This is an optimization exercise on Yosys and OpenROAD, whose aim is a short achievable clock period and few clock cycles, not a production implementation. RTL that was checked went through simulation tests only; none was proved equivalent to the original. Power figures rest on the tool's default switching activity, not on a simulated workload.

oak:
==> flow/design.v <==
package cpu_pkg;
    typedef logic [32-1:0]    word_t;
    typedef logic [5-1:0] reg_idx_t;
    typedef logic [5-1:0]   shamt_t;
    typedef enum logic [5-1:0] {
        ALU_ADD = 5'd0,
        ALU_SUB = 5'd1,
        ALU_AND = 5'd2,
        ALU_OR  = 5'd3,
        ALU_SLL = 5'd4,
        ALU_SRA = 5'd5
    } alu_op_e;
    typedef struct packed {
        logic    reg_write;
        logic    mem_read;
        logic    mem_write;
        logic    use_imm;
        logic [5-1:0] alu_op;
    } ctrl_t;
    typedef struct packed {
        word_t    pc;
        ctrl_t    ctrl;
        reg_idx_t rd;
        reg_idx_t rs;
        reg_idx_t rt;
        shamt_t   shamt;
        word_t    imm;
        word_t    op_a;
        word_t    op_b;
    } dx_t;
    typedef struct packed {
        ctrl_t    ctrl;
        reg_idx_t rd;
        word_t    alu_result;
        word_t    store_data;
    } xm_t;
    typedef struct packed {
        ctrl_t    ctrl;
        reg_idx_t rd;
        word_t    alu_result;
        word_t    load_data;
    } mw_t;
    typedef struct packed {
        reg_idx_t read_a;
        reg_idx_t read_b;
    } rf_read_t;
    typedef struct packed {
        logic     enable;
        reg_idx_t index;
        word_t    data;
    } rf_write_t;
    typedef struct packed {
        word_t address;
        word_t data;
        logic  wren;
    } dmem_req_t;
endpackage
module cpu_top (
    input  logic        clock,
    input  logic        reset,
    output logic [31:0] address_imem,
    input  logic [31:0] q_imem,
    output logic [31:0] dmem_address,
    output logic [31:0] dmem_data,
    output logic        dmem_wren,
    input  logic [31:0] q_dmem,
    output logic [4:0]  rf_read_a,
    output logic [4:0]  rf_read_b,
    input  logic [31:0] data_read_a,
    input  logic [31:0] data_read_b,
    output logic        rf_write_enable,
    output logic [4:0]  rf_write_index,
    output logic [31:0] rf_write_data
);
    logic [8:0] pc;
    logic       stall;
    always_ff @(posedge clock) begin
        if (reset)
            pc <= '0;
        else if (!stall && !pc[8])
            pc <= pc + 9'd1;
    end
    assign address_imem = {23'd0, pc};
    logic [4:0]  f_opc, f_func, f_rd, f_rs, f_rt;
    logic        f_rtype, f_addi, f_lw, f_sw, f_alu;
    logic        f_wr, f_use_a, f_use_b;
    assign f_opc   = q_imem[31:27];
    assign f_rd    = q_imem[26:22];
    assign f_rs    = q_imem[21:17];
    assign f_rt    = q_imem[16:12];
    assign f_func  = q_imem[6:2];
    assign f_rtype = (f_opc == 5'd0) && (f_func <= 5'd5);
    assign f_addi  = (f_opc == 5'd5);
    assign f_lw    = (f_opc == 5'd8);
    assign f_sw    = (f_opc == 5'd7);
    assign f_alu   = f_rtype || f_addi || f_lw;
    assign f_wr    = f_alu && (f_rd != 5'd0);
    assign f_use_a = f_alu || f_sw;
    assign f_use_b = (f_rtype && !f_func[2]) || f_sw;
    logic        d_wr, d_lw, d_sw, d_imm_sel, d_use_a, d_use_b;
    logic        d_add, d_sub, d_and, d_or, d_sll, d_sra;
    logic [4:0]  d_rd, d_ra, d_rb, d_shamt;
    logic [31:0] d_imm;
    always_ff @(posedge clock) begin
        if (reset) begin
            d_wr    <= 1'b0;
            d_lw    <= 1'b0;
            d_sw    <= 1'b0;
            d_use_a <= 1'b0;
            d_use_b <= 1'b0;
        end else if (!stall) begin
            d_wr    <= f_wr;
            d_lw    <= f_lw && (f_rd != 5'd0);
            d_sw    <= f_sw;
            d_use_a <= f_use_a;
            d_use_b <= f_use_b;
        end
        if (!stall) begin
            d_imm_sel <= f_addi || f_lw || f_sw;
            d_add     <= (f_rtype && f_func[2:0] == 3'd0) || f_addi || f_lw || f_sw;
            d_sub     <= f_rtype && f_func[2:0] == 3'd1;
            d_and     <= f_rtype && f_func[2:0] == 3'd2;
            d_or      <= f_rtype && f_func[2:0] == 3'd3;
            d_sll     <= f_rtype && f_func[2:0] == 3'd4;
            d_sra     <= f_rtype && f_func[2:0] == 3'd5;
            d_rd      <= f_rd;
            d_ra      <= f_use_a ? f_rs : 5'd0;
            d_rb      <= f_sw ? f_rd : (f_use_b ? f_rt : 5'd0);
            d_shamt   <= q_imem[11:7];
            d_imm     <= {{15{q_imem[16]}}, q_imem[16:0]};
        end
    end
    assign rf_read_a = d_ra;
    assign rf_read_b = d_rb;
    logic        x_wr, x_lw, x_sw;
    logic        x_add, x_sub, x_and, x_or, x_sll, x_sra;
    logic [4:0]  x_rd, x_shamt;
    logic [31:0] x_a, x_b, x_s;
    logic        m_wr, m_lw, m_sw;
    logic [4:0]  m_rd;
    logic [31:0] m_res, m_sd;
    assign stall = x_lw && ((d_use_a && d_ra == x_rd) || (d_use_b && d_rb == x_rd));
    logic        m_hit_a, m_hit_b;
    logic [31:0] m_val, d_a, d_bv;
    assign m_hit_a = m_wr && (m_rd == d_ra);
    assign m_hit_b = m_wr && (m_rd == d_rb);
    assign m_val   = m_lw ? q_dmem : m_res;
    assign d_a     = m_hit_a ? m_val : data_read_a;
    assign d_bv    = m_hit_b ? m_val : data_read_b;
    logic [31:0] res;
    logic        fwd_a, fwd_b;
    assign fwd_a = x_wr && (x_rd == d_ra);
    assign fwd_b = x_wr && (x_rd == d_rb);
    always_ff @(posedge clock) begin
        if (reset || stall) begin
            x_wr <= 1'b0;
            x_lw <= 1'b0;
            x_sw <= 1'b0;
        end else begin
            x_wr <= d_wr;
            x_lw <= d_lw;
            x_sw <= d_sw;
        end
        x_add   <= d_add;
        x_sub   <= d_sub;
        x_and   <= d_and;
        x_or    <= d_or;
        x_sll   <= d_sll;
        x_sra   <= d_sra;
        x_rd    <= d_rd;
        x_shamt <= d_shamt;
        x_a     <= fwd_a ? res : d_a;
        x_b     <= d_imm_sel ? d_imm : (fwd_b ? res : d_bv);
        x_s     <= fwd_b ? res : d_bv;
    end
    logic [31:0] a, b, sum, diff, sll_v, sra_v;
    assign a = x_a;
    assign b = x_b;
    assign sum   = a + b;
    assign diff  = a - b;
    assign sll_v = a << x_shamt;
    assign sra_v = $signed(a) >>> x_shamt;
    assign res = ({32{x_add}} & sum)
               | ({32{x_sub}} & diff)
               | ({32{x_and}} & (a & b))
               | ({32{x_or}}  & (a | b))
               | ({32{x_sll}} & sll_v)
               | ({32{x_sra}} & sra_v);
    always_ff @(posedge clock) begin
        if (reset) begin
            m_wr <= 1'b0;
            m_lw <= 1'b0;
            m_sw <= 1'b0;
        end else begin
            m_wr <= x_wr;
            m_lw <= x_lw;
            m_sw <= x_sw;
        end
        m_rd  <= x_rd;
        m_res <= res;
        m_sd  <= x_s;
    end
    assign dmem_address = m_res;
    assign dmem_data    = m_sd;
    assign dmem_wren    = m_sw;
    logic        w_en;
    logic [4:0]  w_rd;
    logic [31:0] w_data;
    always_ff @(posedge clock) begin
        if (reset)
            w_en <= 1'b0;
        else
            w_en <= m_wr;
        w_rd   <= m_rd;
        w_data <= m_val;
    end
    assign rf_write_enable = w_en;
    assign rf_write_index  = w_rd;
    assign rf_write_data   = w_data;
endmodule
make LEC_CHECK=0 ABC_CLOCK_PERIOD_IN_PS=2000 CAP_MARGIN=20 CORE_MARGIN=2 CORE_UTILIZATION=40 PLACE_DENSITY=0.6 SETUP_SLACK_MARGIN=4.3 SLEW_MARGIN=20 TNS_END_PERCENT=100 finish   # period 6.5 ns
run.sh (not shown) runs the stock make flow with config.mk's settings and CLKGATE_MAP_FILE= SYNTH_SCRIPT=/design/flow/synth_recipe.tcl, a recipe that flattens the netlist after the stock synthesis.
oak: no failed stages, no open violations at the end
Relative to oak, the following input files were edited for pine:
--- a/flow/design.v
+++ b/flow/design.v
@@ -131,12 +131,13 @@
         end
     end
     assign rf_read_a = d_ra;
     assign rf_read_b = d_rb;
     logic        x_wr, x_lw, x_sw;
     logic        x_add, x_sub, x_and, x_or, x_sll, x_sra;
+    logic        x_fa, x_fb, x_fs;
     logic [4:0]  x_rd, x_shamt;
     logic [31:0] x_a, x_b, x_s;
     logic        m_wr, m_lw, m_sw;
     logic [4:0]  m_rd;
     logic [31:0] m_res, m_sd;
     assign stall = x_lw && ((d_use_a && d_ra == x_rd) || (d_use_b && d_rb == x_rd));
@@ -144,16 +145,12 @@
     logic [31:0] m_val, d_a, d_bv;
     assign m_hit_a = m_wr && (m_rd == d_ra);
     assign m_hit_b = m_wr && (m_rd == d_rb);
     assign m_val   = m_lw ? q_dmem : m_res;
     assign d_a     = m_hit_a ? m_val : data_read_a;
     assign d_bv    = m_hit_b ? m_val : data_read_b;
-    logic [31:0] res;
-    logic        fwd_a, fwd_b;
-    assign fwd_a = x_wr && (x_rd == d_ra);
-    assign fwd_b = x_wr && (x_rd == d_rb);
     always_ff @(posedge clock) begin
         if (reset || stall) begin
             x_wr <= 1'b0;
             x_lw <= 1'b0;
             x_sw <= 1'b0;
         end else begin
@@ -166,19 +163,23 @@
         x_and   <= d_and;
         x_or    <= d_or;
         x_sll   <= d_sll;
         x_sra   <= d_sra;
         x_rd    <= d_rd;
         x_shamt <= d_shamt;
-        x_a     <= fwd_a ? res : d_a;
-        x_b     <= d_imm_sel ? d_imm : (fwd_b ? res : d_bv);
-        x_s     <= fwd_b ? res : d_bv;
-    end
-    logic [31:0] a, b, sum, diff, sll_v, sra_v;
-    assign a = x_a;
-    assign b = x_b;
+        x_fa    <= x_wr && (x_rd == d_ra);
+        x_fb    <= x_wr && (x_rd == d_rb) && !d_imm_sel;
+        x_fs    <= x_wr && (x_rd == d_rb);
+        x_a     <= d_a;
+        x_b     <= d_imm_sel ? d_imm : d_bv;
+        x_s     <= d_bv;
+    end
+    logic [31:0] a, b, s, sum, diff, sll_v, sra_v, res;
+    assign a = x_fa ? m_res : x_a;
+    assign b = x_fb ? m_res : x_b;
+    assign s = x_fs ? m_res : x_s;
     assign sum   = a + b;
     assign diff  = a - b;
     assign sll_v = a << x_shamt;
     assign sra_v = $signed(a) >>> x_shamt;
     assign res = ({32{x_add}} & sum)
                | ({32{x_sub}} & diff)
@@ -195,13 +196,13 @@
             m_wr <= x_wr;
             m_lw <= x_lw;
             m_sw <= x_sw;
         end
         m_rd  <= x_rd;
         m_res <= res;
-        m_sd  <= x_s;
+        m_sd  <= s;
     end
     assign dmem_address = m_res;
     assign dmem_data    = m_sd;
     assign dmem_wren    = m_sw;
     logic        w_en;
     logic [4:0]  w_rd;
Findings:
Looking at final critical-path required period, pine sits 0.60 ns higher than oak does. pine vs. oak: worst path arrival time higher, number of cells produced by synthesis lower, internal power consumption lower, detail-routed net length per standard cell lower. Relative to oak, sequential share of layout area increased by 1.8 points in pine. The run showing the smaller total power draw is pine. The higher part of the total power dissipated in the clock network of pine and oak is in pine. Summary: with oak as the reference, wire length in pine moved down by a few percent. pine ends up with a die boundary width that is 1.2 um lower than in oak. Diff oak -> pine | maximum clock frequency | down by more than 10%. Compared to oak, pine has non-clock buffer count 132 lower.
Testbench counts of pine, summed over its fixed seeds: cycles 14,142.
Function not checked in oak: the RTL went through the layout flow alone.

## afterwards: timing with drivers on the ports
No port has a modelled driver above. Below, the same layouts with a new extraction and two added sets of constraints.
Step 1 (the two cells are an assumption about what drives the block):
set clk [get_ports {clock}]
set_driving_cell -lib_cell sky130_fd_sc_hd__clkbuf_16 $clk
set_driving_cell -lib_cell sky130_fd_sc_hd__buf_2 [delete_from_list [all_inputs] $clk]
Step 2 adds t to the input delays and takes it off the output delays; t is the mean of the earliest and latest rising clock arrival at the registers after step 1. Input paths then give back, and output paths get back, about the clock's delay inside the block.
a / b / c = ideal / step 1 / step 2; a / b = the first two.
run	shift t [ns]	setup slack, ns	hold WS [ns]	worst data-port slew with drivers (ns)	cell pins on the clock port's net
oak	0.623	3.366 / 3.366 / 3.366	0.323 / 0.323 / 0.323	0.09	1
pine	0.656	2.764 / 2.764 / 2.764	0.340 / 0.340 / 0.340	0.07	1
After both steps setup and hold are still met in every run listed.
